Source: an optimization exercise on an open RTL-to-GDS flow (aim: small area and a short achievable clock period). Production flows keep margins and buffers that such runs may drop. Where RTL was checked, it was by simulation tests only, not by an equivalence proof against the original. Function not checked in run 3: the RTL went through the layout flow alone.

==> flow/design.v (outline; a module is shown in full before it is edited, if it fits) <==
// module isq_square_tree: 496 lines
// module isq_xmul_tree: 638 lines
// module isq_ymul_tree: 642 lines
// module csa_fa: 10 lines
// module csa_fa1: 9 lines
// module csa_ha: 9 lines
// module inv_sqrt_unit: 186 lines
// module pipe_reg: 16 lines
module inv_sqrt_unit #(
	parameter logic [9:0] PIPE = 10'b1111111111
) (
	input  logic clk,
	input  logic reset,
	input  logic in_valid,
	input  fp_pkg::int_t in_value,
	output logic out_valid,
	output fp_pkg::fp_t  out_fp,
	output fp_pkg::int_t out_fixed
);
  // ...
==> flow/flow/run.sh <==
#!/bin/bash
set -euo pipefail
export SETUP_SLACK_MARGIN=6.8
bash standard.sh > standard.log 2>&1
==> flow/standard.sh <==
#!/bin/bash
# synth_recipe.tcl (not shown) runs the flow's synth.tcl, then flattens the netlist and writes it again
# the make line also repeats each setting of config.mk as NAME=value (left out here)
make -C /OpenROAD-flow-scripts/flow DESIGN_CONFIG=/design/flow/config.mk WORK_HOME=/design/flow/orfs CLKGATE_MAP_FILE= SYNTH_SCRIPT=/design/flow/synth_recipe.tcl "${@:-finish}"
==> flow/config.mk <==
export PLATFORM = sky130hd
export DESIGN_NAME = inv_sqrt_unit
export DESIGN_NICKNAME = inv_sqrt_unit
export VERILOG_FILES = /design/flow/design.v
export SDC_FILE = /design/flow/constraint.sdc
export NUM_CORES = 4
export LEC_CHECK = 0
export CAP_MARGIN = 20
export CORE_MARGIN = 2
export CORE_UTILIZATION = 40
export SLEW_MARGIN = 20
export SYNTH_HIERARCHICAL = 1
export SYNTH_MINIMUM_KEEP_SIZE = 0
==> flow/constraint.sdc <==
create_clock -name core_clock -period 9.5 [get_ports {clk}]
set_input_delay 1.9000 -clock core_clock [delete_from_list [all_inputs] [get_ports {clk}]]
set_output_delay 1.9000 -clock core_clock [all_outputs]
set_load 0.01 [all_outputs]
==> impl_metrics.tcl, run 1 <==
set metrics [dict create \
    finalNonFillerCells 4217 \
    outcome "timing/DRC/antenna clean" \
    worst_r2r_startpoint "u_c7.q[33]$_DFF_P_" \
    rsz0062_at_grt "true" \
    route.met2.wl_mm 41.5 \
    grt_first_pass_wirelength_mm 129 \
    worst_ep_arrival_time_ps 3470 \
    rows 104 \
    antenna_found_initial 1 \
    endpoint_kind "flip-flop" \
    cts_setup_buffers 240 \
    rr_endpoint "u_c8.q[4]$_DFF_P_" \
    buffers 412 \
    drc 0 \
    place.gp.congestion 0.862 \
    r2r_cells 9 \
    grt_max_degree 36 \
    worstMarginPinSlew_ps 987 \
    grt_busiest_layer "met2" \
    top_regs "u_c3.q x83, u_c5.q x69, u_c4.q x62" \
    seq_share_pct 25.6 \
    cts_hold_buf 0 \
    cp.buffers_inverters 0 \
    top_register "u_c3.q" \
    finalCritPeriodShare_pct 31.5 \
    crit_path_end "u_c8.q[4]$_DFF_P_" \
    crit_chain "a22oi_2 > xnor2_2 > fa_1 > fa_1 > fa_1 > ha_4 > a21o_1 > a21oi_1 > o21ai_1" \
    fin_crit_ps 2990 \
    critical_path.slowest_cell "fa_1" \
    dp_worst_setup_slack_ps 5880 \
    netlist_instances 2995 \
]
==> inputs of run 2 (changes only) <==
==> flow/flow/run.sh (replaced) <==
#!/bin/bash
set -euo pipefail
export SETUP_SLACK_MARGIN=5.9
bash standard.sh > standard.log 2>&1
==> run 2 against run 1 <==
Net effect: still clean; critical path depth shrank 3; global-route usage is 2.4 points lower; clock skew down 20 ps; die area unchanged; final cell count is 8.1% lower; non-clock buffer count fell by 335; clock-buffer cell count increased by 1; utilization down 7.2 points; first-iteration DRC count shrank 9.2%; critical endpoint is now u_c5.q[30]$_DFF_P_.
==> impl_metrics.tcl, run 2 <==
set metrics [dict create \
    fmax_mhz 287 \
    place.gp.congestion 0.865 \
    grt.total_usage_pct 17.0 \
    finalCritPeriodShare_pct 36.7 \
    htreeDepth 2 \
    syn_area_um2 32700 \
    cp.buffers_inverters 0 \
    final_hold_viol_count 0 \
    numPortBuffers 55 \
    tns_ps 0 \
    ios 63 \
    routed_via_density 5.40 \
    avgSynthCellArea_um2 10.9 \
    path_max_fanout 18 \
    gr-total-overflow 0 \
    dp_worst_setup_slack_ps 5860 \
    numCtsBuffers 52 \
    drc 0 \
    top_register "u_c3.q" \
    outcome "timing/DRC/antenna clean" \
    dr.pass1.iters 7 \
    dieArea_um2 83900 \
    drt-total-wl_mm 71.2 \
    yosys_warnings 16 \
    fin_nets 3304 \
    maxCapViolCount 0 \
    coreArea_um2 80700 \
    rows 104 \
    layout_commonest_cell "dfxtp_1" \
    cts_root_buffer "clkbuf_16" \
    ant_nets 0 \
    grt_pass1_vias 21900 \
    wl_per_cell_um 18.4 \
    drive_above_1_share_pct 8.03 \
    largest_reg_flops 83 \
    skew_ps 17.5 \
    netlist_instances 2995 \
    tritoncts "yes" \
    grt_max_degree 36 \
    slew_headroom_pct 30.0 \
    post-dp-hpwl_mm 50.5 \
    worst_setup_path_start_kind "flip-flop" \
    clock-sinks 495 \
    synthToLayoutAreaGrowth_pct 4.82 \
    num-fill-cells 7578 \
    rsz0062_at_grt "true" \
    path_clk_slew_ps 60 \
    die_height_um 290 \
    worst_ep_arrival_time_ps 3970 \
    start_util_pct 40.5 \
    cts_hold_buf 0 \
    finalMaxSlewViolations 0 \
    final_cell_mix "467 x dfxtp_1, 354 x fa_1, 299 x xnor2_1" \
    fin_crit_ps 3480 \
    die-width_um 290 \
    cts_setup_buffers 0 \
    top_regs "u_c3.q x83, u_c5.q x69, u_c4.q x62" \
    clock_latency_ps 610 \
    dr_total_vias 20900 \
    path_class "reg2reg" \
    antenna_found_initial 5 \
    hold_path.class "reg2reg" \
    setup_violations 0 \
    drt_iter0_drc 1289 \
    critical_path.top_delay_family "adder cells" \
    crit_chain "a22oi_1 > xnor2_1 > fa_1 > fa_1 > fa_1 > fa_1" \
    critical_path.slowest_cell "dfxtp_1" \
    diodes 0 \
    cp_slowest_stage_delay_ps 1000 \
    worstMarginPinSlew_ps 1050 \
    endpoint_kind "flip-flop" \
    required_ps 9990 \
    cpMostUsedCell "fa_1" \
    grt_first_pass_wirelength_mm 115 \
    clockBufferDepth 3 \
    layout_setup_ws_ps 6020 \
]
-- run 2: cell types whose count changed in the layout (fill, tap and decap cells not counted), sizes merged --
cell	delta
bufinv	+3
clkinvlp	-5
buf	-371
diode	-2
inv	-3
clkdlybuf4s50	+37
-- run 2: layout make-up --
cell class,count,area [µm²],share of cell area [%]
Inverter,69,259,0.757
Clock buffer,68,1430,4.18
Timing Repair Buffer,77,716,2.09
Sequential cell,495,9940,29.1
Tap cell,1060,1330,3.87
Multi-Input combinational cell,2080,20100,58.9
Clock inverter,27,404,1.18
-- run 2: routing by layer --
layer  GRT usage (%)  wire (µm)  vias up
met5               0          0        -
li1                -          -     9633
met1            21.8      30200    10400
met4            6.32       2190        0
met3            2.88       4390      140
met2            28.7      34500      702
-- run 2: what timing repair did --
item / 4_1_cts / 5_1_grt
hold endpoints to repair: 0 / 0
endpoints found under the setup margin: 1 / 10
resized for setup: 2 / 24
-- run 2: worst paths after layout --
path,end,start,slack (ps),cells past startpoint
max,u_c5.q[30]$_DFF_P_,u_c4.q[32]$_DFF_P_,6020,6
max reg2reg,u_c5.q[30]$_DFF_P_,u_c4.q[32]$_DFF_P_,6020,6
min,u_c4.q[54]$_DFF_P_,u_c3.q[30]$_DFF_P_,320,0
min reg2reg,u_c4.q[54]$_DFF_P_,u_c3.q[30]$_DFF_P_,320,0
-- run 2: per-stage QoR --
stage	util (%)	hold slack [ps]	area [µm²]	cells
global placement	40.1	310	32400	3781
detailed placement	40.1	312	32400	3781
CTS	42.4	313	34200	3876
global route	42.4	317	34200	3876
floorplan	-	310	32700	3009
finish	42.4	317	34200	3876
==> module inv_sqrt_unit, before the edit <==
module inv_sqrt_unit #(
	parameter logic [9:0] PIPE = 10'b1111111111
) (
	input  logic clk,
	input  logic reset,
	input  logic in_valid,
	input  fp_pkg::int_t in_value,
	output logic out_valid,
	output fp_pkg::fp_t  out_fp,
	output fp_pkg::int_t out_fixed
);
	localparam int LAT = 1 + PIPE[0] + PIPE[1] + PIPE[2] + PIPE[3] + PIPE[4] +
		PIPE[5] + PIPE[6] + PIPE[7] + PIPE[8] + PIPE[9];
	logic [15:0] x;
	pipe_reg #(.W(16), .EN(PIPE[0])) u_c0 (.clk(clk), .d(in_value), .q(x));
	logic [15:0] n8, n4, n2, n1;
	logic [3:0]  lz;
	assign lz[3] = (x[15:8] == '0);
	assign n8 = lz[3] ? {x[7:0], 8'd0} : x;
	assign lz[2] = (n8[15:12] == '0);
	assign n4 = lz[2] ? {n8[11:0], 4'd0} : n8;
	assign lz[1] = (n4[15:14] == '0);
	assign n2 = lz[1] ? {n4[13:0], 2'd0} : n4;
	assign lz[0] = ~n2[15];
	assign n1 = lz[0] ? {n2[14:0], 1'b0} : n2;
	logic [14:0] a_m;
	logic [3:0]  a_p;
	pipe_reg #(.W(15+4), .EN(PIPE[1])) u_c1 (.clk(clk),
		.d({n1[14:0], ~lz}), .q({a_m, a_p}));
	logic        e0;
	logic [15:0] sub;
	logic [15:0] a_u;
	logic        a_b1;
	logic        a_t1;
	logic [3:0]  a_c;
	logic        a_z0;
	logic        a_zn;
	assign e0 = ~a_p[0];
	assign sub = {e0, a_m};
	assign a_u = 16'd28339 - sub;
	assign a_b1 = (sub > 16'd28339);
	assign a_t1 = a_b1 | (sub <= 16'd1193);
	assign a_c = 4'(({1'b0, a_p} + 5'd1) >> 1) + {3'd0, a_b1};
	assign a_z0 = (~a_b1 & ~e0 & ~a_t1) | (a_b1 & e0);
	assign a_zn = a_b1 & ~e0;
	logic [15:0] b_u;
	logic [14:0] b_m;
	logic [3:0]  b_c;
	logic        b_t1, b_z0, b_zn;
	pipe_reg #(.W(16+15+4+3), .EN(PIPE[2])) u_c2 (.clk(clk),
		.d({a_u, a_m, a_c, a_t1, a_z0, a_zn}),
		.q({b_u, b_m, b_c, b_t1, b_z0, b_zn}));
	logic [35:13] b_ra, b_rb;
	logic         b_ci;
	isq_square_tree u_square (.u(b_u), .ra(b_ra), .rb(b_rb), .ci(b_ci));
	logic [35:13] c_ra, c_rb;
	logic         c_ci;
	logic [15:0]  c_u;
	logic [14:0]  c_m;
	logic [3:0]   c_c;
	logic         c_t1, c_z0, c_zn;
	pipe_reg #(.W(23+23+1+16+15+4+3), .EN(PIPE[3])) u_c3 (.clk(clk),
		.d({b_ra, b_rb, b_ci, b_u, b_m, b_c, b_t1, b_z0, b_zn}),
		.q({c_ra, c_rb, c_ci, c_u, c_m, c_c, c_t1, c_z0, c_zn}));
	logic [35:12] c_p1;
	logic [16:0]  c_ysq;
	assign c_p1 = {c_ra, 1'b1} + {c_rb, c_ci};
	assign c_ysq = c_t1 ? c_p1[34:18] : c_p1[33:17];
	logic [16:-1] c_mb;
	logic [7:0]   c_mone, c_mtwo;
	logic [6:0]   c_mneg;
	assign c_mb = {2'b01, c_m, 1'b0};
	always_comb begin
		for (int k = 0; k < 8; k++) begin
			c_mone[k] = c_mb[2*k] ^ c_mb[2*k-1];
			c_mtwo[k] = (c_mb[2*k+1] & ~c_mb[2*k] & ~c_mb[2*k-1]) |
				(~c_mb[2*k+1] & c_mb[2*k] & c_mb[2*k-1]);
		end
		for (int k = 0; k < 7; k++) begin
			c_mneg[k] = c_mb[2*k+1];
		end
	end
	logic [15:0] d_u;
	logic [7:0]  d_mone, d_mtwo;
	logic [6:0]  d_mneg;
	logic [16:0] d_ysq;
	logic [3:0]  d_c;
	logic        d_z0, d_zn;
	pipe_reg #(.W(16+23+17+4+2), .EN(PIPE[4])) u_c4 (.clk(clk),
		.d({c_u, c_mone, c_mtwo, c_mneg, c_ysq, c_c, c_z0, c_zn}),
		.q({d_u, d_mone, d_mtwo, d_mneg, d_ysq, d_c, d_z0, d_zn}));
	logic [33:11] d_ra, d_rb;
	logic         d_ci;
	isq_xmul_tree u_xmul (.s(d_ysq), .one(d_mone), .two(d_mtwo), .neg(d_mneg),
		.ra(d_ra), .rb(d_rb), .ci(d_ci));
	logic [33:11] e_ra, e_rb;
	logic         e_ci;
	logic [15:0]  e_u;
	logic [3:0]   e_c;
	logic         e_z0, e_zn;
	pipe_reg #(.W(23+23+1+16+4+2), .EN(PIPE[5])) u_c5 (.clk(clk),
		.d({d_ra, d_rb, d_ci, d_u, d_c, d_z0, d_zn}),
		.q({e_ra, e_rb, e_ci, e_u, e_c, e_z0, e_zn}));
	logic [33:10] e_q;
	logic         e_t2;
	logic [16:0]  e_xs;
	logic         e_d2;
	assign e_q = {e_ra, 1'b1} + {e_rb, e_ci};
	assign e_t2 = e_q[33];
	assign e_xs = e_t2 ? e_q[32:16] : e_q[31:15];
	assign e_d2 = (e_z0 & ~e_t2) | (e_zn & e_t2);
	logic [15:0] f_u;
	logic [16:0] f_xs;
	logic [3:0]  f_c;
	logic        f_d2;
	pipe_reg #(.W(16+17+4+1), .EN(PIPE[6])) u_c6 (.clk(clk),
		.d({e_u, e_xs, e_c, e_d2}),
		.q({f_u, f_xs, f_c, f_d2}));
	logic [17:0] f_h;
	logic [17:0] f_dfull;
	logic [14:0] f_d;
	assign f_h = f_d2 ? 18'(({2'b01, f_xs} + 19'd1) >> 1) : {1'b1, f_xs};
	assign f_dfull = 18'd131072 - f_h;
	assign f_d = {f_dfull[14:1], f_dfull[0] & f_dfull[17]};
	logic [15:-1] f_db;
	logic [7:0]   f_done, f_dtwo, f_dneg;
	assign f_db = {f_d[14], f_d, 1'b0};
	always_comb begin
		for (int k = 0; k < 8; k++) begin
			f_done[k] = f_db[2*k] ^ f_db[2*k-1];
			f_dtwo[k] = (f_db[2*k+1] & ~f_db[2*k] & ~f_db[2*k-1]) |
				(~f_db[2*k+1] & f_db[2*k] & f_db[2*k-1]);
			f_dneg[k] = f_db[2*k+1];
		end
	end
	logic [15:0] g_u;
	logic [7:0]  g_done, g_dtwo, g_dneg;
	logic [3:0]  g_c;
	pipe_reg #(.W(16+24+4), .EN(PIPE[7])) u_c7 (.clk(clk),
		.d({f_u, f_done, f_dtwo, f_dneg, f_c}),
		.q({g_u, g_done, g_dtwo, g_dneg, g_c}));
	logic [36:12] g_ra, g_rb;
	logic         g_ci;
	isq_ymul_tree u_ymul (.u(g_u), .one(g_done), .two(g_dtwo), .neg(g_dneg),
		.ra(g_ra), .rb(g_rb), .ci(g_ci));
	logic [36:12] h_ra, h_rb;
	logic         h_ci;
	logic [3:0]   h_c;
	pipe_reg #(.W(25+25+1+4), .EN(PIPE[8])) u_c8 (.clk(clk),
		.d({g_ra, g_rb, g_ci, g_c}),
		.q({h_ra, h_rb, h_ci, h_c}));
	logic [36:11] h_wf;
	logic [36:17] h_w;
	assign h_wf = {h_ra, 1'b1} + {h_rb, h_ci};
	assign h_w = h_wf[36:17];
	logic [36:17] i_w;
	logic [3:0]   i_c;
	pipe_reg #(.W(20+4), .EN(PIPE[9])) u_c9 (.clk(clk),
		.d({h_w, h_c}),
		.q({i_w, i_c}));
	logic [17:0] i_frac;
	logic [3:0]  i_exp;
	logic [19:0] i_fix;
	assign i_frac = i_w[36] ? i_w[35:18] : i_w[34:17];
	assign i_exp = 4'd15 - i_c + {3'd0, i_w[36]};
	assign i_fix = i_w >> (5'd4 + {1'b0, i_c});
	logic [LAT-1:0] vpipe;
	always_ff @(posedge clk) begin
		if (reset) begin
			vpipe <= '0;
		end else begin
			vpipe <= {vpipe[LAT-2:0], in_valid};
		end
	end
	assign out_valid = vpipe[LAT-1];
	logic [3:0]  o_exp;
	logic [17:0] o_frac;
	logic [13:0] o_fix;
	always_ff @(posedge clk) begin
		o_exp <= i_exp;
		o_frac <= i_frac;
		o_fix <= i_fix[13:0];
	end
	assign out_fp = {5'b00111, o_exp, o_frac};
	assign out_fixed = {2'b00, o_fix};
endmodule
==> inputs of run 3 (changes only) <==
--- a/flow/design.v
+++ b/flow/design.v
@@ -1819,7 +1819,7 @@
 `timescale 1ns/10ps
 `default_nettype none
 module inv_sqrt_unit #(
-	parameter logic [9:0] PIPE = 10'b1111111111
+	parameter logic [9:0] PIPE = 10'b1111111101
 ) (
 	input  logic clk,
 	input  logic reset,
@@ -1864,28 +1864,30 @@
 	assign a_z0 = (~a_b1 & ~e0 & ~a_t1) | (a_b1 & e0);
 	assign a_zn = a_b1 & ~e0;
 	logic [15:0] b_u;
-	logic [14:0] b_m;
 	logic [3:0]  b_c;
 	logic        b_t1, b_z0, b_zn;
-	pipe_reg #(.W(16+15+4+3), .EN(PIPE[2])) u_c2 (.clk(clk),
-		.d({a_u, a_m, a_c, a_t1, a_z0, a_zn}),
-		.q({b_u, b_m, b_c, b_t1, b_z0, b_zn}));
+	pipe_reg #(.W(16+4+3), .EN(PIPE[2])) u_c2 (.clk(clk),
+		.d({a_u, a_c, a_t1, a_z0, a_zn}),
+		.q({b_u, b_c, b_t1, b_z0, b_zn}));
 	logic [35:13] b_ra, b_rb;
 	logic         b_ci;
 	isq_square_tree u_square (.u(b_u), .ra(b_ra), .rb(b_rb), .ci(b_ci));
 	logic [35:13] c_ra, c_rb;
 	logic         c_ci;
 	logic [15:0]  c_u;
-	logic [14:0]  c_m;
 	logic [3:0]   c_c;
 	logic         c_t1, c_z0, c_zn;
-	pipe_reg #(.W(23+23+1+16+15+4+3), .EN(PIPE[3])) u_c3 (.clk(clk),
-		.d({b_ra, b_rb, b_ci, b_u, b_m, b_c, b_t1, b_z0, b_zn}),
-		.q({c_ra, c_rb, c_ci, c_u, c_m, c_c, c_t1, c_z0, c_zn}));
+	pipe_reg #(.W(23+23+1+16+4+3), .EN(PIPE[3])) u_c3 (.clk(clk),
+		.d({b_ra, b_rb, b_ci, b_u, b_c, b_t1, b_z0, b_zn}),
+		.q({c_ra, c_rb, c_ci, c_u, c_c, c_t1, c_z0, c_zn}));
 	logic [35:12] c_p1;
 	logic [16:0]  c_ysq;
 	assign c_p1 = {c_ra, 1'b1} + {c_rb, c_ci};
 	assign c_ysq = c_t1 ? c_p1[34:18] : c_p1[33:17];
+	logic [15:0]  c_sub;
+	logic [14:0]  c_m;
+	assign c_sub = 16'd28339 - c_u;
+	assign c_m = c_sub[14:0];
 	logic [16:-1] c_mb;
 	logic [7:0]   c_mone, c_mtwo;
 	logic [6:0]   c_mneg;
==> flow/flow/run.sh (replaced) <==
#!/bin/bash
set -euo pipefail
export SETUP_SLACK_MARGIN=6.3
bash standard.sh > standard.log 2>&1
==> run 3 against run 2 <==
Net effect: die area decreased by 1.1%; synthesized area down 1.1%; worst hold slack got worse by 10 ps; first-iteration DRC count up 12%; register-to-register slack lost 350 ps; final area rose by 1.3%; utilization is 0.85 points higher; clock skew rose by 19 ps; global-route usage is 0.48 points higher; fmax is 9.2% lower.
==> impl_metrics.tcl, run 3 <==
set metrics [dict create \
    cts_root_buffer "clkbuf_16" \
    crit_start "u_c0.q[11]$_DFF_P_" \
    grt_first_pass_wirelength_mm 118 \
    gr-total-overflow 0 \
    postLayoutCoreUtil_pct 43.3 \
    grt.total_usage_pct 17.5 \
    final_hold_viol_count 0 \
    avgSynthCellArea_um2 10.6 \
    drc 0 \
    drt_iter0_drc 1443 \
    outcome "timing/DRC/antenna clean" \
    coreArea_um2 80200 \
    top_regs "u_c5.q x69, u_c3.q x68, u_c4.q x62" \
    top_register "u_c5.q" \
    worst_ep_arrival_time_ps 4330 \
    drt-total-wl_mm 72.6 \
    slew_headroom_pct 33.1 \
    finalCritPeriodShare_pct 40.4 \
    path_clk_slew_ps 60 \
    dr_total_vias 21300 \
    endpoint_kind "flip-flop" \
    diodes 0 \
    start_util_pct 40.3 \
    grt_max_degree 41 \
    num-fill-cells 7579 \
    numPortBuffers 55 \
    fin_crit_ps 3830 \
    worst_r2r_startpoint "u_c0.q[11]$_DFF_P_" \
    tritoncts "yes" \
    skew_ps 36.5 \
    routed_via_density 5.38 \
    finalMaxSlewViolations 0 \
    setup_violations 0 \
    maxCapViolCount 0 \
    clock_latency_ps 620 \
    dieArea_um2 83000 \
    hold_path.startpoint "u_c4.q[52]$_DFF_P_" \
    die-width_um 288 \
    ios 63 \
    fmax_mhz 261 \
    dr.pass1.iters 5 \
    wl_per_cell_um 18.3 \
    yosys_warnings 16 \
    largest_reg_flops 69 \
    hold_path.class "reg2reg" \
    dp_worst_setup_slack_ps 4690 \
    layout_setup_ws_ps 5670 \
    drive_above_1_share_pct 14.0 \
    clockBufferDepth 3 \
    worst_setup_path_start_kind "flip-flop" \
    place.gp.congestion 0.848 \
    grt_pass1_vias 22300 \
    final_cell_mix "361 x dfxtp_1, 354 x fa_1, 305 x xnor2_1" \
    worstMarginPinSlew_ps 1000 \
    ant_nets 0 \
    path_max_fanout 6 \
    fin_nets 3398 \
    antenna_found_initial 1 \
    rows 104 \
    clock-sinks 445 \
    post-dp-hpwl_mm 50.3 \
    netlist_instances 3039 \
    path_class "reg2reg" \
    rsz0062_at_grt "true" \
    layout_commonest_cell "dfxtp_1" \
    die_height_um 288 \
    required_ps 10000 \
    cts_hold_buf 0 \
    tns_ps 0 \
    numCtsBuffers 49 \
    htreeDepth 2 \
    syn_area_um2 32300 \
    synthToLayoutAreaGrowth_pct 7.44 \
]
==> run 3: changes by cell type in the layout (fill, tap and decap cells not counted), sizes merged, moves of 10 or more <==
cell,delta
buf,+80
clkdlybuf4s50,-37
dfxtp,-50
dlygate4sd2,+37
nand2,+10
o21ai,+14
or3,-12
xor2,+10
==> run 3: per-stage QoR <==
stage	instances	hold WS [ps]	instance area, µm²
6_report	3964	306	34700
5_1_grt	3964	293	34700
4_1_cts	3919	285	34100
3_5_place_dp	3794	312	31800
3_3_place_gp	3794	310	31800
2_1_floorplan	3053	310	32400
==> run 3: what timing repair did <==
item                                    4_1_cts  5_1_grt
gates resized for setup                     164       70
pin swaps                                    31        9
endpoints found under the setup margin      123       37
buffers inserted                             36       45
==> run 3: final cells by class <==
class	instances	area (µm²)	share of cell area, %
multi-input cells	2141	20800	60.1
flip-flops and latches	445	9120	26.3
repair buffers	157	1370	3.95
clock buffers	63	1340	3.86
well taps	1060	1330	3.82
clock inverters	26	399	1.15
inverters	72	287	0.826
==> run 3: layer usage <==
layer	share of wire [%]	up-vias	global-route usage [%]
met2	50	630	30.4
met1	42	10700	21.6
met5	0.017	-	0
met3	5.5	142	2.99
met4	3.0	2	6.58
li1	-	9862	-
==> run 3: final timing paths <==
kind	end	slack [ps]	cells past startpoint
max	u_c2.q[5]$_DFF_P_	5670	20
min	u_c5.q[12]$_DFF_P_	310	0
max reg2reg	u_c2.q[5]$_DFF_P_	5670	20
min reg2reg	u_c5.q[12]$_DFF_P_	310	0
==> run 3: worst max-delay path, cell delays in order (launching register included) <==
cell,delay [ps]
dfxtp_4,360
nor4_4,340
a21oi_4,120
a21o_1,200
a221oi_4,320
and2_4,280
buf_12,130
nand2_4,40
and3_4,190
a211oi_4,200
inv_2,90
ha_4,180
nor2_4,140
o21ai_4,80
a21oi_2,190
o211ai_1,120
nand2_1,180
ha_4,180
ha_4,120
xor2_1,150
xnor2_1,90
==> inputs of run 4 (changes only) <==
--- a/flow/design.v
+++ b/flow/design.v
@@ -1819,7 +1819,7 @@
 `timescale 1ns/10ps
 `default_nettype none
 module inv_sqrt_unit #(
-	parameter logic [9:0] PIPE = 10'b1111111101
+	parameter logic [9:0] PIPE = 10'b1111111111
 ) (
 	input  logic clk,
 	input  logic reset,
==> run 4 against run 3 <==
Net effect: still clean; worst hold slack worse by 22 ps; register-to-register slack better by 670 ps; clock skew up 12 ps; non-clock buffer count down 74; die area down 0.71%; synthesized cell count down 2.6%.
==> impl_metrics.tcl, run 4 <==
set metrics [dict create \
    top_register "u_c5.q" \
    die_height_um 287 \
    num-fill-cells 7449 \
    coreArea_um2 79100 \
    finalMaxSlewViolations 0 \
    numPortBuffers 55 \
    post-dp-hpwl_mm 50.3 \
    regArea_um2 9480 \
    hold_slack_ps 284 \
    synthToLayoutAreaGrowth_pct 5.49 \
    drc 0 \
    maxCapViolCount 0 \
    start_util_pct 40.5 \
    path_max_fanout 18 \
    largest_reg_flops 69 \
    fin_crit_ps 3170 \
    final_cell_mix "389 x dfxtp_1, 354 x fa_1, 305 x xnor2_1" \
    avgSynthCellArea_um2 10.8 \
    antenna_found_initial 1 \
    setup_violations 0 \
    drt-total-wl_mm 69.6 \
    worst_setup_path_start_kind "flip-flop" \
    wl_per_cell_um 18.1 \
    multi_input_area_um2 20200 \
    dr_total_vias 20400 \
    top_regs "u_c5.q x69, u_c3.q x68, u_c4.q x62" \
    numCtsBuffers 50 \
    ant_nets 0 \
    routed_via_density 5.32 \
    layout_commonest_cell "dfxtp_1" \
    hold_path.class "reg2reg" \
    worst_ep_arrival_time_ps 3660 \
    clock_latency_ps 620 \
    fin_nets 3280 \
    drt_iter0_drc 1215 \
    path_clk_slew_ps 60 \
    path_class "reg2reg" \
    htreeDepth 2 \
    tritoncts "yes" \
    netlist_instances 2960 \
    worstMarginPinSlew_ps 1220 \
    syn_area_um2 32100 \
    layout_setup_ws_ps 6330 \
    grt.total_usage_pct 17.1 \
    skew_ps 48.4 \
    gr-total-overflow 0 \
    grt_max_degree 38 \
    die-width_um 287 \
    outcome "timing/DRC/antenna clean" \
    yosys_warnings 17 \
    grt_first_pass_wirelength_mm 114 \
    ios 63 \
    cts_root_buffer "clkbuf_16" \
    rsz0062_at_grt "true" \
    slew_headroom_pct 18.6 \
    diodes 0 \
    fmax_mhz 316 \
    tns_ps 0 \
    endpoint_kind "flip-flop" \
    grt_pass1_vias 21600 \
    clock-sinks 465 \
    drive_above_1_share_pct 10.3 \
    finalCritPeriodShare_pct 33.4 \
    dieArea_um2 82400 \
    final_hold_viol_count 0 \
    rows 103 \
    clockBufferDepth 3 \
    place.gp.congestion 0.891 \
    required_ps 9990 \
    postLayoutCoreUtil_pct 42.7 \
    dr.pass1.iters 6 \
    dp_worst_setup_slack_ps 5990 \
]
## run 4: changes by cell type in the layout (fill, tap and decap cells not counted), sizes merged, moves of 8 or more
cell	delta
nand4	-9
buf	-74
o21a	+9
a31oi	-9
nand3	-8
dfxtp	+20
nor2	-11
## run 4: path summary, 6_finish.rpt
check / depth (start not counted) / slack [ps] / to / start
max reg2reg: 10 / 6330 / u_c5.q[22]$_DFF_P_ / u_c4.q[33]$_DFF_P_
max: 10 / 6330 / u_c5.q[22]$_DFF_P_ / u_c4.q[33]$_DFF_P_
min: 0 / 280 / u_c7.q[28]$_DFF_P_ / u_c6.q[22]$_DFF_P_
min reg2reg: 0 / 280 / u_c7.q[28]$_DFF_P_ / u_c6.q[22]$_DFF_P_
## run 4: critical path: stages (launching register included)
cell and delay, ps:
dfxtp_2 660, a22oi_1 170, xnor2_1 170, ha_1 320, fa_1 500, fa_1 420, ha_1 300, a21o_1 180
a21o_1 160, a21oi_1 120, o21ai_1 70
## run 4: metal layers
layer	part of all wire (%)	track usage, %
met2	49	29.5
met3	5.1	2.88
met1	43	21.7
met4	2.4	5.46
met5	0	0
## run 4: area by class of cell
cell class,count,share of cell area [%]
well taps,1050,3.89
clock inverters,23,0.921
flip-flops and latches,465,28.0
inverters,71,0.796
multi-input cells,2077,59.9
repair buffers,83,2.17
clock buffers,70,4.34
## run 4: timing repair
item / in CTS / in global routing
cloned: 1 / 1
setup buffers: 0 / 8
endpoints found under the hold margin: 0 / 0
gates resized for setup: 109 / 47
hold buffers: 0 / 0
setup endpoints to repair: 115 / 45
## run 4: metrics by stage
stage	std cells	instance area, µm²
detailed placement	3736	31700
global placement	3736	31700
floorplan	2974	32100
CTS	3830	33600
global route	3839	33800
finish	3839	33800
==> inputs of run 5 (changes only) <==
--- a/flow/design.v
+++ b/flow/design.v
@@ -1938,12 +1938,10 @@
 	pipe_reg #(.W(16+17+4+1), .EN(PIPE[6])) u_c6 (.clk(clk),
 		.d({e_u, e_xs, e_c, e_d2}),
 		.q({f_u, f_xs, f_c, f_d2}));
-	logic [17:0] f_h;
-	logic [17:0] f_dfull;
+	logic [15:0] f_negx;
 	logic [14:0] f_d;
-	assign f_h = f_d2 ? 18'(({2'b01, f_xs} + 19'd1) >> 1) : {1'b1, f_xs};
-	assign f_dfull = 18'd131072 - f_h;
-	assign f_d = {f_dfull[14:1], f_dfull[0] & f_dfull[17]};
+	assign f_negx = 16'd0 - f_xs[15:0];
+	assign f_d = f_d2 ? {f_negx[15:2], 1'b0} : {f_negx[14:1], f_xs[0]};
 	logic [15:-1] f_db;
 	logic [7:0]   f_done, f_dtwo, f_dneg;
 	assign f_db = {f_d[14], f_d, 1'b0};
==> run 5 against run 4 <==
Net effect: clock skew fell by 2.1 ps; global-route usage fell by 0.36 points; non-clock buffer count did not move; via count fell by 1.1%; critical endpoint is now u_c8.q[4]$_DFF_P_; synthesized cell count fell by 0.47%.
==> impl_metrics.tcl, run 5 <==
set metrics [dict create \
    grt_max_degree 36 \
    fin_crit_ps 3160 \
    layout_commonest_cell "dfxtp_1" \
    dr.pass1.iters 6 \
    largest_reg_flops 69 \
    hold_slack_ps 302 \
    ant_nets 0 \
    dieArea_um2 82100 \
    coreArea_um2 79000 \
    diodes 0 \
    layout_setup_ws_ps 6340 \
    die-width_um 286 \
    finalCritPeriodShare_pct 33.3 \
    dr_total_vias 20200 \
    tns_ps 0 \
    hold_path.class "reg2reg" \
    path_class "reg2reg" \
    postLayoutCoreUtil_pct 42.7 \
    final_cell_mix "389 x dfxtp_1, 354 x fa_1, 300 x xnor2_1" \
    drive_above_1_share_pct 10.5 \
    routed_via_density 5.29 \
    rsz0062_at_grt "true" \
    wl_per_cell_um 17.8 \
    maxCapViolCount 0 \
    cts_hold_buf 0 \
    final_hold_viol_count 0 \
    grt_first_pass_wirelength_mm 113 \
    outcome "timing/DRC/antenna clean" \
    top_register "u_c5.q" \
    placed_area_um2 31600 \
    synthToLayoutAreaGrowth_pct 5.59 \
    syn_area_um2 31900 \
    avgSynthCellArea_um2 10.8 \
    netlist_instances 2946 \
    tritoncts "yes" \
    grt_pass1_vias 21800 \
    top_regs "u_c5.q x69, u_c3.q x68, u_c4.q x62" \
    gr-total-overflow 0 \
    drc 0 \
    worst_setup_path_start_kind "flip-flop" \
    clock_latency_ps 620 \
    dp_worst_setup_slack_ps 5930 \
    grt.total_usage_pct 16.7 \
    path_clk_slew_ps 60 \
    design_area_um2 33700 \
    numCtsBuffers 51 \
    slew_headroom_pct 34.7 \
    die_height_um 286 \
    rows 103 \
    htreeDepth 2 \
    skew_ps 46.3 \
    worstMarginPinSlew_ps 978 \
    path_max_fanout 17 \
    required_ps 9950 \
    setup_violations 0 \
    ios 63 \
    endpoint_kind "flip-flop" \
    drt-total-wl_mm 67.9 \
    worst_ep_arrival_time_ps 3610 \
    antenna_found_initial 1 \
    fmax_mhz 316 \
    start_util_pct 40.4 \
    clockBufferDepth 3 \
    post-dp-hpwl_mm 48.1 \
    numPortBuffers 55 \
    yosys_warnings 17 \
    fin_nets 3255 \
    clock-sinks 464 \
    finalMaxSlewViolations 0 \
    place.gp.congestion 0.851 \
    drt_iter0_drc 1425 \
    cts_root_buffer "clkbuf_16" \
]
==> run 5: path summary, 6_finish.rpt <==
| check | slack [ps] | end | cells after the start | from |
|---|---|---|---|---|
| hold reg to reg | 300 | u_c7.q[37]$_DFF_P_ | 0 | u_c6.q[31]$_DFF_P_ |
| setup reg to reg | 6340 | u_c8.q[4]$_DFF_P_ | 10 | u_c7.q[28]$_DFF_P_ |
| setup / recovery | 6340 | u_c8.q[4]$_DFF_P_ | 10 | u_c7.q[28]$_DFF_P_ |
| hold / removal | 300 | u_c7.q[37]$_DFF_P_ | 0 | u_c6.q[31]$_DFF_P_ |
==> run 5: area by class of cell <==
cell class,instances,area (µm²)
inverter,71,267
tap,1050,1310
sequential,464,9480
fill,7374,45300
multi-input combinational,2053,20000
clock inverter,31,494
timing repair buffer,83,731
clock buffer,63,1410
==> run 5: timing repair <==
action	4_1_cts	5_1_grt
resized for setup	105	55
setup buffers	0	7
pin swaps	0	1
setup endpoints to repair	107	41
==> run 5: critical path, stage by stage, from the launching register on <==
cell	delay, ps
dfxtp_2	590
a21oi_1	140
xnor2_1	150
ha_1	340
fa_1	530
fa_1	420
ha_1	300
a21o_1	170
a21o_1	170
a21oi_1	140
o21ai_1	80
==> run 5: layer usage <==
layer | GRT usage [%] | wire length, µm | vias up
met5 | 0 | 0 | -
met4 | 5.47 | 1760 | 0
met3 | 2.23 | 3320 | 133
met2 | 28.8 | 33200 | 570
met1 | 21.6 | 29600 | 10100
li1 | - | - | 9427
==> run 5: per-stage QoR <==
stage / instances
floorplan: 2960
global placement: 3714
CTS: 3808
detailed placement: 3714
finish: 3815
global route: 3815
==> inputs of run 6 (changes only) <==
--- a/flow/config.mk
+++ b/flow/config.mk
@@ -8,6 +8,7 @@
 export CAP_MARGIN = 20
 export CORE_MARGIN = 2
 export CORE_UTILIZATION = 40
+export CTS_BUF_LIST = sky130_fd_sc_hd__clkbuf_4 sky130_fd_sc_hd__clkbuf_8
 export SLEW_MARGIN = 20
 export SYNTH_HIERARCHICAL = 1
 export SYNTH_MINIMUM_KEEP_SIZE = 0
==> run 6 against run 5 <==
Net effect: still clean on timing, DRC and antenna; synthesized area unchanged; critical path depth did not move; clock skew grew 11 ps; worst setup slack worse by 7.7 ps; via count is 0.94% higher; flip-flop and latch count unchanged; final area decreased by 0.13%; fmax fell by 0.24%; synthesized cell count did not move.
==> impl_metrics.tcl, run 6 <==
set metrics [dict create \
    start_util_pct 40.4 \
    path_clk_slew_ps 70 \
    path_class "reg2reg" \
    path_max_fanout 17 \
    clock_latency_ps 670 \
    setup_violations 0 \
    tritoncts "yes" \
    yosys_warnings 17 \
    drc 0 \
    skew_ps 57.4 \
    place.gp.congestion 0.851 \
    endpoint_kind "flip-flop" \
    dieArea_um2 82100 \
    htreeDepth 3 \
    clockBufferDepth 3 \
    grt_first_pass_wirelength_mm 113 \
    grt_max_degree 36 \
    dp_worst_setup_slack_ps 5930 \
    gr-total-overflow 0 \
    die_height_um 286 \
    slew_headroom_pct 34.7 \
    rows 103 \
    fin_nets 3282 \
    drive_above_1_share_pct 12.3 \
    cts_root_buffer "clkbuf_8" \
    avgSynthCellArea_um2 10.8 \
    drt-total-wl_mm 67.9 \
    grt.total_usage_pct 16.8 \
    num-fill-cells 7434 \
    dr.pass1.iters 6 \
    routed_via_density 5.27 \
    required_ps 10010 \
    cts_hold_buf 0 \
    wl_per_cell_um 17.6 \
    rsz0062_at_grt "true" \
    netlist_instances 2946 \
    maxCapViolCount 0 \
    coreArea_um2 79000 \
    antenna_found_initial 2 \
    grt_pass1_vias 22000 \
    numPortBuffers 55 \
    final_cell_mix "388 x dfxtp_1, 354 x fa_1, 300 x xnor2_1" \
    largest_reg_flops 69 \
    dr_total_vias 20400 \
    finalCritPeriodShare_pct 33.4 \
    layout_commonest_cell "dfxtp_1" \
    post-dp-hpwl_mm 48.1 \
    layout_setup_ws_ps 6330 \
    syn_area_um2 31900 \
    top_register "u_c5.q" \
    worst_setup_path_start_kind "flip-flop" \
    outcome "timing/DRC/antenna clean" \
    tns_ps 0 \
    ios 63 \
    synthToLayoutAreaGrowth_pct 5.45 \
    hold_path.class "reg2reg" \
    drt_iter0_drc 1362 \
    worstMarginPinSlew_ps 978 \
    final_hold_viol_count 0 \
    top_regs "u_c5.q x69, u_c3.q x68, u_c4.q x62" \
    fmax_mhz 315 \
    hold_slack_ps 317 \
    numCtsBuffers 81 \
    die-width_um 286 \
    fin_crit_ps 3170 \
    ant_nets 0 \
    worst_ep_arrival_time_ps 3680 \
    finalMaxSlewViolations 0 \
    clock-sinks 464 \
]
run 6: repair_timing:
item / in CTS / in global routing
buffers inserted: 0 / 4
gates resized for setup: 108 / 61
pin swaps: 0 / 1
hold endpoints to repair: 0 / 0
endpoints found under the setup margin: 106 / 40
run 6: stage by stage:
| stage | area [µm²] | util (%) | std cells |
|---|---|---|---|
| floorplan | 32000 | - | 2960 |
| global placement | 31600 | 39.9 | 3714 |
| detailed placement | 31600 | 39.9 | 3714 |
| CTS | 33500 | 42.4 | 3861 |
| global route | 33700 | 42.6 | 3866 |
| finish | 33700 | 42.6 | 3866 |
run 6: final timing paths:
check	from	to	slack, ps	cells after the start
worst max register to register	u_c7.q[28]$_DFF_P_	u_c8.q[4]$_DFF_P_	6330	10
worst min register to register	u_c4.q[2]$_DFF_P_	u_c5.q[2]$_DFF_P_	320	0
worst min-delay path	u_c4.q[2]$_DFF_P_	u_c5.q[2]$_DFF_P_	320	0
worst max-delay path	u_c7.q[28]$_DFF_P_	u_c8.q[4]$_DFF_P_	6330	10
run 6: layout make-up:
cell class	instances	area (µm²)	area share, %
clock buffers	120	1540	4.57
repair buffers	80	703	2.09
inverters	71	267	0.792
clock inverters	27	333	0.989
multi-input cells	2053	20000	59.4
well taps	1050	1310	3.90
diodes	1	2.50	0.00744
flip-flops and latches	464	9490	28.2
run 6: critical path, cell delays in order, from the launching register on:
cell and delay, ps:
dfxtp_2 590, a21oi_1 140, xnor2_1 150, ha_1 340, fa_1 530, fa_1 420
ha_1 300, a21o_1 170, a21o_1 170, a21oi_1 140, o21ai_1 80
run 6: routing by layer:
layer,part of all wire (%),GRT usage [%]
met1,44,21.6
met2,49,28.7
met3,4.9,2.70
met4,2.6,5.96
met5,0,0
==> inputs of run 7 (changes only) <==
==> flow/flow/run.sh (replaced) <==
#!/bin/bash
set -euo pipefail
export SETUP_SLACK_MARGIN=6.5
bash standard.sh > standard.log 2>&1
--- a/flow/config.mk
+++ b/flow/config.mk
@@ -8,7 +8,6 @@
 export CAP_MARGIN = 20
 export CORE_MARGIN = 2
 export CORE_UTILIZATION = 40
-export CTS_BUF_LIST = sky130_fd_sc_hd__clkbuf_4 sky130_fd_sc_hd__clkbuf_8
 export SLEW_MARGIN = 20
 export SYNTH_HIERARCHICAL = 1
 export SYNTH_MINIMUM_KEEP_SIZE = 0
==> run 7 against run 6 <==
Net effect: register-to-register slack improved by 120 ps; utilization increased by 1.9 points; flip-flop and latch count unchanged; clock skew decreased by 2.6 ps; first-iteration DRC count increased by 6.8%; non-clock buffer count increased by 130; largest cell class unchanged; synthesized cell count unchanged; worst hold slack got worse by 29 ps; routed wire length increased by 3.9%.
==> impl_metrics.tcl, run 7 <==
set metrics [dict create \
    layout_commonest_cell "dfxtp_1" \
    num-fill-cells 7194 \
    tritoncts "yes" \
    path_class "reg2reg" \
    routed_via_density 5.28 \
    tns_ps 0 \
    antenna_found_initial 1 \
    numPortBuffers 55 \
    skew_ps 54.8 \
    clock_latency_ps 620 \
    design_area_um2 35200 \
    setup_violations 0 \
    clock-sinks 464 \
    rows 103 \
    avgSynthCellArea_um2 10.8 \
    path_clk_slew_ps 60 \
    finalNonFillerCells 3944 \
    dp_worst_setup_slack_ps 5830 \
    top_regs "u_c5.q x69, u_c3.q x68, u_c4.q x62" \
    hold_depth 0 \
    finalCritPeriodShare_pct 32.1 \
    drc 0 \
    fin_crit_ps 3050 \
    worst_ep_arrival_time_ps 3490 \
    worst_setup_path_start_kind "flip-flop" \
    rsz0062_at_grt "true" \
    htreeDepth 2 \
    finalMaxSlewViolations 0 \
    cts_root_buffer "clkbuf_16" \
    fin_nets 3382 \
    endpoint_kind "flip-flop" \
    dr_total_vias 20800 \
    grt.total_usage_pct 16.9 \
    ant_nets 0 \
    post-place-cells 3711 \
    yosys_warnings 17 \
    ios 63 \
    required_ps 9940 \
    outcome "timing/DRC/antenna clean" \
    die_height_um 286 \
    drt_iter0_drc 1455 \
    grt_pass1_vias 21700 \
    grt_max_degree 36 \
    numCtsBuffers 51 \
    grt_first_pass_wirelength_mm 114 \
    syn_area_um2 31900 \
    place.gp.congestion 0.853 \
    post-dp-hpwl_mm 48.4 \
    final_cell_mix "367 x dfxtp_1, 333 x fa_1, 292 x xnor2_1" \
    dr.pass1.iters 6 \
    start_util_pct 40.4 \
    dieArea_um2 82100 \
    slew_headroom_pct 34.4 \
    synthToLayoutAreaGrowth_pct 10.2 \
    wl_per_cell_um 17.9 \
    clockBufferDepth 3 \
    layout_setup_ws_ps 6450 \
    top_register "u_c5.q" \
    gr-total-overflow 0 \
    cts_hold_buf 0 \
    drt-total-wl_mm 70.6 \
    netlist_instances 2946 \
    fmax_mhz 328 \
    diodes 0 \
    die-width_um 286 \
    path_max_fanout 21 \
    drive_above_1_share_pct 19.0 \
    r2r_cells 9 \
    placed_area_um2 31600 \
    worstMarginPinSlew_ps 982 \
    hold_path.class "reg2reg" \
    largest_reg_flops 69 \
    maxCapViolCount 0 \
    coreArea_um2 79000 \
    final_hold_viol_count 0 \
]
## run 7: area by class of cell
| type | instances | area [µm²] | area share (%) |
|---|---|---|---|
| clock buffer | 59 | 1380 | 3.91 |
| clock inverter | 37 | 568 | 1.61 |
| timing repair buffer | 210 | 1720 | 4.88 |
| inverter | 71 | 267 | 0.758 |
| multi-input combinational | 2053 | 20300 | 57.8 |
| tap | 1050 | 1310 | 3.73 |
| sequential | 464 | 9590 | 27.3 |
## run 7: final timing paths
path	start	end	slack, ps
setup / recovery	u_c7.q[6]$_DFF_P_	u_c8.q[4]$_DFF_P_	6450
hold / removal	u_c6.q[30]$_DFF_P_	u_c7.q[36]$_DFF_P_	290
setup reg to reg	u_c7.q[6]$_DFF_P_	u_c8.q[4]$_DFF_P_	6450
hold reg to reg	u_c6.q[30]$_DFF_P_	u_c7.q[36]$_DFF_P_	290
## run 7: metal layers
metal	up-vias	wire (µm)	global-route usage (%)
li1	9690	-	-
met1	10400	31100	22.2
met2	582	34300	28.7
met3	133	3450	2.55
met4	0	1810	5.30
met5	-	0	0
## run 7: critical path, cell delays in order (launching register included)
cell and delay [ps]:
dfxtp_1 320, buf_6 280, xnor2_1 210, fa_1 480
fa_1 520, fa_1 420, ha_1 310, a21o_1 170
a21oi_1 120, o21ai_1 70
## run 7: what timing repair did
action | 4_1_cts | 5_1_grt
setup endpoints to repair | 139 | 48
pin swaps | 2 | 46
gates cloned | 0 | 0
resized for setup | 314 | 86
buffers inserted | 20 | 117
## run 7: metrics by stage
step                hold WS, ps  util, %
finish                      288     44.5
global placement            310     40.0
CTS                         296     42.9
detailed placement          312     40.0
floorplan                   310        -
global route                300     44.5
==> inputs of run 8 (changes only) <==
==> flow/flow/run.sh (replaced) <==
#!/bin/bash
set -euo pipefail
export SETUP_SLACK_MARGIN=6.3
bash standard.sh > standard.log 2>&1
--- a/flow/config.mk
+++ b/flow/config.mk
@@ -7,7 +7,7 @@
 export LEC_CHECK = 0
 export CAP_MARGIN = 20
 export CORE_MARGIN = 2
-export CORE_UTILIZATION = 40
+export CORE_UTILIZATION = 55
 export SLEW_MARGIN = 20
 export SYNTH_HIERARCHICAL = 1
 export SYNTH_MINIMUM_KEEP_SIZE = 0
==> run 8 against run 7 <==
Net effect: still clean on timing, DRC and antenna; final area fell by 5.8%; global-route usage rose by 5.9 points; final cell count fell by 11%; flip-flop and latch count did not move; critical endpoint unchanged.
==> impl_metrics.tcl, run 8 <==
set metrics [dict create \
    antenna_found_initial 0 \
    start_util_pct 55.4 \
    setup_violations 0 \
    die_height_um 245 \
    final_cell_mix "386 x dfxtp_1, 354 x fa_1, 300 x xnor2_1" \
    avgSynthCellArea_um2 10.8 \
    place.gp.congestion 0.851 \
    grt_max_degree 36 \
    grt.met1_usage_pct 30.2 \
    numCtsBuffers 51 \
    cts_hold_buf 0 \
    ant_nets 0 \
    drt_iter0_drc 1184 \
    grt_busiest_layer "met2" \
    rsz0062_at_grt "true" \
    drive_above_1_share_pct 10.2 \
    rows 88 \
    worstMarginPinSlew_ps 952 \
    cts_root_buffer "clkbuf_16" \
    post-dp-hpwl_mm 48.1 \
    r2r_cells 10 \
    maxCapViolCount 0 \
    dp_worst_setup_slack_ps 5800 \
    fin_crit_ps 3230 \
    final_hold_viol_count 0 \
    die-width_um 245 \
    endpoint_kind "flip-flop" \
    coreArea_um2 57600 \
    dieArea_um2 60000 \
    grt.total_usage_pct 22.9 \
    ios 63 \
    hold_path.class "reg2reg" \
    fin_nets 3247 \
    slew_headroom_pct 36.5 \
    path_clk_slew_ps 60 \
    top_regs "u_c5.q x69, u_c3.q x68, u_c4.q x62" \
    diodes 0 \
    dr.pass1.iters 6 \
    grt_first_pass_wirelength_mm 111 \
    layout_setup_ws_ps 6270 \
    drc 0 \
    worst_ep_arrival_time_ps 3720 \
    finalCritPeriodShare_pct 34.0 \
    clockBufferDepth 3 \
    finalMaxSlewViolations 0 \
    dr_total_vias 20200 \
    netlist_instances 2946 \
    routed_via_density 5.75 \
    skew_ps 25.1 \
    htreeDepth 2 \
    required_ps 9990 \
    use_met3_pct 3.64 \
    fmax_mhz 309 \
    worst_setup_path_start_kind "flip-flop" \
    largest_reg_flops 69 \
    yosys_warnings 17 \
    synthToLayoutAreaGrowth_pct 3.79 \
    tritoncts "yes" \
    drt-total-wl_mm 67.4 \
    hold_depth 0 \
    tns_ps 0 \
    syn_area_um2 31900 \
    clock_latency_ps 610 \
    gr-total-overflow 0 \
    grt_pass1_vias 21300 \
    top_register "u_c5.q" \
    wl_per_cell_um 19.1 \
    path_class "reg2reg" \
    numPortBuffers 55 \
    outcome "timing/DRC/antenna clean" \
    path_max_fanout 17 \
    clock-sinks 464 \
    met2_usage_pct 38.7 \
    layout_commonest_cell "dfxtp_1" \
]
[run 8: routing by layer]
metal,up-vias,share of wire [%]
met5,-,0
met4,0,2.4
met3,124,5.4
met2,569,49
met1,10100,44
li1,9414,-
[run 8: final timing paths]
check,slack [ps],startpoint,to
worst min register to register,320,u_c4.q[55]$_DFF_P_,u_c5.q[15]$_DFF_P_
worst max register to register,6270,u_c7.q[30]$_DFF_P_,u_c8.q[4]$_DFF_P_
worst max-delay path,6270,u_c7.q[30]$_DFF_P_,u_c8.q[4]$_DFF_P_
worst min-delay path,320,u_c4.q[55]$_DFF_P_,u_c5.q[15]$_DFF_P_
[run 8: cell type report]
class,count,area (µm²)
inverter,71,267
clock buffer,67,1450
clock inverter,25,307
fill,4890,24500
multi-input combinational,2053,20000
tap,765,957
timing repair buffer,75,662
sequential,464,9480
[run 8: metrics by stage]
stage / cell area [µm²] / hold WS (ps) / cells / utilization, %
global placement: 31200 / 311 / 3427 / 54.1
global route: 33100 / 323 / 3520 / 57.5
floorplan: 32000 / 310 / 2960 / -
CTS: 33000 / 323 / 3519 / 57.3
finish: 33100 / 318 / 3520 / 57.5
detailed placement: 31200 / 312 / 3427 / 54.1
[run 8: timing repair]
action / CTS / global route
pin swaps: 0 / 1
setup endpoints to repair: 101 / 43
buffers inserted: 0 / 1
resized for setup: 106 / 53
[run 8: critical path, cell delays in order, from the launching register on]
cell     delay [ps]
dfxtp_2         590
a22oi_1         150
xnor2_1         170
fa_1            410
fa_1            510
fa_1            420
ha_1            310
a21o_1          160
a21o_1          170
a21oi_1         150
o21ai_1          80
==> inputs of run 9 (changes only) <==
--- a/flow/config.mk
+++ b/flow/config.mk
@@ -7,7 +7,9 @@
 export LEC_CHECK = 0
 export CAP_MARGIN = 20
 export CORE_MARGIN = 2
-export CORE_UTILIZATION = 55
+export CORE_UTILIZATION = 40
+export CTS_CLUSTER_DIAMETER = 80
+export CTS_CLUSTER_SIZE = 35
 export SLEW_MARGIN = 20
 export SYNTH_HIERARCHICAL = 1
 export SYNTH_MINIMUM_KEEP_SIZE = 0
==> run 9 against run 8 <==
Net effect: fmax grew 1.9%; register-to-register slack gained 60 ps; worst hold slack is essentially flat; clock skew grew 37 ps; global-route usage shrank 6.4 points.
==> impl_metrics.tcl, run 9 <==
set metrics [dict create \
    outcome "timing/DRC/antenna clean" \
    min_to "u_c7.q[36]$_DFF_P_" \
    top_regs "u_c5.q x69, u_c3.q x68, u_c4.q x62" \
    die-width_um 286 \
    crit_chain "a22oi_1 > xnor2_1 > ha_1 > fa_1 > fa_1 > fa_1 > ha_1 > a21oi_1 > o21ai_1" \
    avgSynthCellArea_um2 10.8 \
    htreeDepth 1 \
    cts_root_buffer "clkbuf_16" \
    path_clk_slew_ps 120 \
    final_cell_mix "386 x dfxtp_1, 354 x fa_1, 300 x xnor2_1" \
    start_util_pct 40.4 \
    worstMarginPinSlew_ps 972 \
    critical_path.slowest_cell "fa_1" \
    path_class "reg2reg" \
    worst_ep_arrival_time_ps 3640 \
    r2r_cells 9 \
    drt_iter0_drc 1457 \
    clock_latency_ps 650 \
    fmax_mhz 315 \
    finalCritPeriodShare_pct 33.4 \
    die_height_um 286 \
    post-dp-hpwl_mm 48.1 \
    hold_path.class "reg2reg" \
    rows 103 \
    hold_slack_ps 318 \
    fin_crit_ps 3170 \
    yosys_warnings 17 \
    numCtsBuffers 28 \
    postLayoutCoreUtil_pct 41.9 \
    dr.pass1.iters 6 \
    reg2reg_setup_slack_ps 6330 \
    drc 0 \
    maxCapViolCount 0 \
    cpMostUsedCell "fa_1" \
    synthToLayoutAreaGrowth_pct 3.70 \
    tritoncts "yes" \
    clock-sinks 464 \
    gr-total-overflow 0 \
    netlist_instances 2946 \
    final_hold_viol_count 0 \
    hold_path.startpoint "u_c6.q[30]$_DFF_P_" \
    post-place-cells 3714 \
    path_max_fanout 17 \
    grt_pass1_vias 21400 \
    wl_per_cell_um 17.7 \
    required_ps 9970 \
    num-fill-cells 7444 \
    finalNonFillerCells 3778 \
    clockBufferDepth 3 \
    tns_ps 0 \
    drive_above_1_share_pct 9.60 \
    finalMaxSlewViolations 0 \
    diodes 0 \
    antenna_found_initial 1 \
    cts_hold_buf 0 \
    rsz0062_at_grt "true" \
    dr_total_vias 20000 \
    coreArea_um2 79000 \
    worst_r2r_startpoint "u_c7.q[37]$_DFF_P_" \
    multi_input_area_um2 20000 \
    endpoint_kind "flip-flop" \
    drt-total-wl_mm 66.9 \
    ios 63 \
    syn_area_um2 31900 \
    hold_depth 0 \
    grt.total_usage_pct 16.4 \
    place.gp.congestion 0.851 \
    cp_slowest_stage_delay_ps 510 \
    top_register "u_c5.q" \
    skew_ps 62.3 \
    regArea_um2 9510 \
    grt_max_degree 36 \
    fin_nets 3238 \
    setup_violations 0 \
    rr_endpoint "u_c8.q[4]$_DFF_P_" \
    slew_headroom_pct 35.1 \
    grt_first_pass_wirelength_mm 111 \
    largest_reg_flops 69 \
    layout_commonest_cell "dfxtp_1" \
    worst_setup_path_start_kind "flip-flop" \
    numPortBuffers 55 \
    dieArea_um2 82100 \
    routed_via_density 5.28 \
    ant_nets 0 \
]
-- run 9: cell types whose count changed in the layout (fill, tap and decap cells not counted), moves of 6 or more --
cell	change
clkinv_16	+9
dfxtp_4	+12
clkinv_2	-6
clkdlybuf4s15_1	+9
clkbuf_1	-6
dlygate4sd2_1	-10
buf_4	+13
dfxtp_2	-12
clkbuf_8	-9
clkbuf_16	-24
-- run 9: layout make-up --
class,instances,share of cell area (%)
clock buffers,28,2.12
repair buffers,89,2.35
multi-input cells,2053,60.5
clock inverters,23,1.54
inverters,71,0.805
flip-flops and latches,464,28.7
well taps,1050,3.97
-- run 9: how the worst max path moves through the flow --
| stage | end | slack, ps | start | cells past startpoint |
|---|---|---|---|---|
| 2_1_floorplan | u_c8.q[4]$_DFF_P_ | 6370 | u_c7.q[32]$_DFF_P_ | 12 |
| 3_3_place_gp | u_c8.q[4]$_DFF_P_ | 5860 | u_c7.q[33]$_DFF_P_ | 10 |
| 3_5_place_dp | u_c8.q[4]$_DFF_P_ | 5930 | u_c7.q[36]$_DFF_P_ | 9 |
| 4_1_cts | u_c8.q[4]$_DFF_P_ | 6160 | u_c7.q[33]$_DFF_P_ | 10 |
| 5_1_grt | u_c8.q[4]$_DFF_P_ | 6160 | u_c7.q[34]$_DFF_P_ | 10 |
| 6_report | u_c8.q[4]$_DFF_P_ | 6330 | u_c7.q[37]$_DFF_P_ | 9 |
-- run 9: timing repair --
action / 4_1_cts / 5_1_grt
pin swaps: 1 / 2
gates resized for setup: 110 / 73
setup buffers: 2 / 11
endpoints found under the setup margin: 106 / 46
-- run 9: per-stage QoR --
stage	instance area [µm²]	setup slack (ps)
3_3_place_gp	31600	5860
4_1_cts	32800	6160
3_5_place_dp	31600	5930
6_report	33100	6330
2_1_floorplan	32000	6370
5_1_grt	33100	6160
-- run 9: worst max-delay path: cells and delay by family (launching register included) --
family	cells	cell delay, ps
fa+ha+maj	5	1930
flops	1	500
compound gates	3	330
xor+xnor	1	250
-- run 9: layer usage --
metal  part of all wire, %  wire length, µm  global-route usage, %  up-vias
met3                   4.5             3030                   1.83      116
met5                     0                0                      0        -
met2                    49            32900                   28.4      554
met1                    44            29400                   21.7     9944
li1                      -                -                      -     9350
met4                   2.3             1560                   4.69        0
==> inputs of run 10 (changes only) <==
--- a/flow/config.mk
+++ b/flow/config.mk
@@ -8,8 +8,9 @@
 export CAP_MARGIN = 20
 export CORE_MARGIN = 2
 export CORE_UTILIZATION = 40
-export CTS_CLUSTER_DIAMETER = 80
-export CTS_CLUSTER_SIZE = 35
+export CTS_CLUSTER_DIAMETER = 100
+export CTS_CLUSTER_SIZE = 30
 export SLEW_MARGIN = 20
 export SYNTH_HIERARCHICAL = 1
 export SYNTH_MINIMUM_KEEP_SIZE = 0
+export TNS_END_PERCENT = 10
==> run 10 against run 9 <==
Net effect: via count fell by 0.14%; final cell count fell by 0.61%; register-to-register slack got worse by 110 ps; worst setup slack got worse by 200 ps; non-clock buffer count fell by 7; synthesized cell count did not move; sequential share of layout area rose by 0.11 points; synthesized area did not move; largest cell class unchanged.
==> impl_metrics.tcl, run 10 <==
set metrics [dict create \
    worst_setup_path_start_kind "flip-flop" \
    synthToLayoutAreaGrowth_pct 2.13 \
    drt_iter0_drc 1449 \
    top_register "u_c5.q" \
    worst_ep_arrival_time_ps 1470 \
    required_ps 7600 \
    clock_latency_ps 620 \
    crit_cells 1 \
    clock-sinks 464 \
    layout_commonest_cell "dfxtp_1" \
    finalCritPeriodShare_pct 35.5 \
    critical_path.top_delay_family "buffers and inverters" \
    tns_ps 0 \
    clockBufferDepth 3 \
    die-width_um 286 \
    fmax_mhz 297 \
    wl_per_cell_um 17.9 \
    dp_worst_setup_slack_ps 5930 \
    worstMarginPinSlew_ps 992 \
    rsz0062_at_grt "true" \
    yosys_warnings 17 \
    ant_nets 0 \
    final_hold_viol_count 0 \
    top_regs "u_c5.q x69, u_c3.q x68, u_c4.q x62" \
    grt_max_degree 36 \
    largest_reg_flops 69 \
    drc 0 \
    crit_start "o_fix[2]$_DFF_P_" \
    cts_hold_buf 0 \
    post-dp-hpwl_mm 48.1 \
    postLayoutCoreUtil_pct 41.3 \
    finalMaxSlewViolations 0 \
    rr_endpoint "u_c8.q[4]$_DFF_P_" \
    hold_path.class "reg2reg" \
    hold_slack_ps 317 \
    path_max_fanout 1 \
    numCtsBuffers 24 \
    syn_area_um2 31900 \
    setup_violations 0 \
    final_cell_mix "393 x dfxtp_1, 354 x fa_1, 300 x xnor2_1" \
    cts_root_buffer "clkbuf_16" \
    layout_setup_ws_ps 6130 \
    drive_above_1_share_pct 8.50 \
    gr-total-overflow 0 \
    reg2reg_setup_slack_ps 6220 \
    coreArea_um2 79000 \
    die_height_um 286 \
    diodes 0 \
    start_util_pct 40.4 \
    num-fill-cells 7498 \
    path_class "reg2out" \
    routed_via_density 5.31 \
    maxCapViolCount 0 \
    r2r_cells 10 \
    place.gp.congestion 0.851 \
    antenna_found_initial 1 \
    slew_headroom_pct 33.8 \
    dr_total_vias 19900 \
    skew_ps 59.1 \
    drt-total-wl_mm 67.2 \
    endpoint_kind "output port" \
    finalNonFillerCells 3755 \
    htreeDepth 1 \
    worst_r2r_startpoint "u_c7.q[21]$_DFF_P_" \
    cp.buffers_inverters 1 \
    dr.pass1.iters 7 \
    ios 63 \
    cp_slowest_stage_delay_ps 550 \
    regArea_um2 9400 \
    path_clk_slew_ps 110 \
    grt_pass1_vias 21300 \
    critical_path.slowest_cell "clkdlybuf4s50_1" \
    tritoncts "yes" \
    fin_crit_ps 3370 \
    fin_nets 3227 \
    numPortBuffers 55 \
    rows 103 \
    grt_first_pass_wirelength_mm 111 \
    dieArea_um2 82100 \
    avgSynthCellArea_um2 10.8 \
    post-place-cells 3714 \
    outcome "timing/DRC/antenna clean" \
    multi_input_area_um2 20000 \
    crit_path_end "out_fixed[2]" \
    grt.total_usage_pct 16.4 \
    crit_chain "clkdlybuf4s50_1" \
    netlist_instances 2946 \
]
-- run 10: through the flow --
step                      instance area [µm²]
after global placement                  31600
after detailed placement                31600
after CTS                               32500
final                                   32600
after floorplan                         32000
after global routing                    32600
-- run 10: worst min path at each step --
stage / cells after the start / to / start / slack, ps
after global placement: 0 / u_c9.q[3]$_DFF_P_ / u_c8.q[3]$_DFF_P_ / 310
final: 0 / u_c6.q[23]$_DFF_P_ / u_c5.q[7]$_DFF_P_ / 320
after global routing: 0 / u_c6.q[23]$_DFF_P_ / u_c5.q[7]$_DFF_P_ / 310
after floorplan: 0 / u_c3.q[0]$_DFF_P_ / u_c2.q[0]$_DFF_P_ / 310
after CTS: 0 / u_c6.q[23]$_DFF_P_ / u_c5.q[7]$_DFF_P_ / 300
after detailed placement: 0 / u_c5.q[12]$_DFF_P_ / u_c4.q[52]$_DFF_P_ / 310
-- run 10: routing by layer --
| metal | GRT usage (%) | vias to the layer above | share of wire (%) |
|---|---|---|---|
| met5 | 0 | - | 0 |
| met4 | 4.66 | 0 | 2.3 |
| met3 | 1.58 | 102 | 4.4 |
| met2 | 28.5 | 538 | 49 |
| met1 | 21.7 | 9964 | 44 |
| li1 | - | 9333 | - |
-- run 10: area by class of cell --
class | instances | area share (%)
Clock inverter | 11 | 0.726
Sequential cell | 464 | 28.8
Tap cell | 1050 | 4.03
Timing Repair Buffer | 82 | 2.34
Clock buffer | 24 | 1.84
Inverter | 71 | 0.818
Multi-Input combinational cell | 2053 | 61.4
-- run 10: repair_timing --
action	CTS	global route
endpoints found under the setup margin	104	93
gates cloned	0	1
pin swaps	0	3
setup buffers	0	5
gates resized for setup	62	28

## port drivers added, routing unchanged
In the flow no input, the clock included, has a driving cell. The finished layouts below were timed again as built, in two steps.
Step 1 sets driving cells, clkbuf_16 on the clock port and buf_2 on the other inputs (assumed; they add their load-dependent delay and slew).
Step 2 times the ports against the registers' clock, not the clock port: input delays grow and output delays shrink by t, the midpoint of the rising clock arrivals with the driver on.
Slacks: ideal / step 1 / step 2; pairs: ideal / step 1.
run | t (ns) | slack for setup (ns) | worst setup path after step 2 | worst slew at a driven data input, ns | cell pins on the clock port's net
run 1 | 0.674 | 6.512 / 6.482 / 6.512 | register to register | 0.03 | 1
run 2 | 0.668 | 6.018 / 6.018 / 6.018 | register to register | 0.03 | 1
run 3 | 0.659 | 5.666 / 5.666 / 5.666 | register to register | 0.05 | 1
run 4 | 0.657 | 6.332 / 6.332 / 6.332 | register to register | 0.04 | 1
run 5 | 0.652 | 6.337 / 6.329 / 6.337 | register to register | 0.03 | 1
run 6 | 0.708 | 6.329 / 6.315 / 6.329 | register to register | 0.03 | 1
run 7 | 0.655 | 6.454 / 6.454 / 6.454 | register to register | 0.04 | 1
run 8 | 0.659 | 6.266 / 6.266 / 6.266 | register to register | 0.04 | 1
run 9 | 0.680 | 6.328 / 6.308 / 6.328 | register to register | 0.03 | 1
run 10 | 0.647 | 6.131 / 6.074 / 6.222 | register to register | 0.03 | 1
After both steps setup and hold are still met in every run listed.
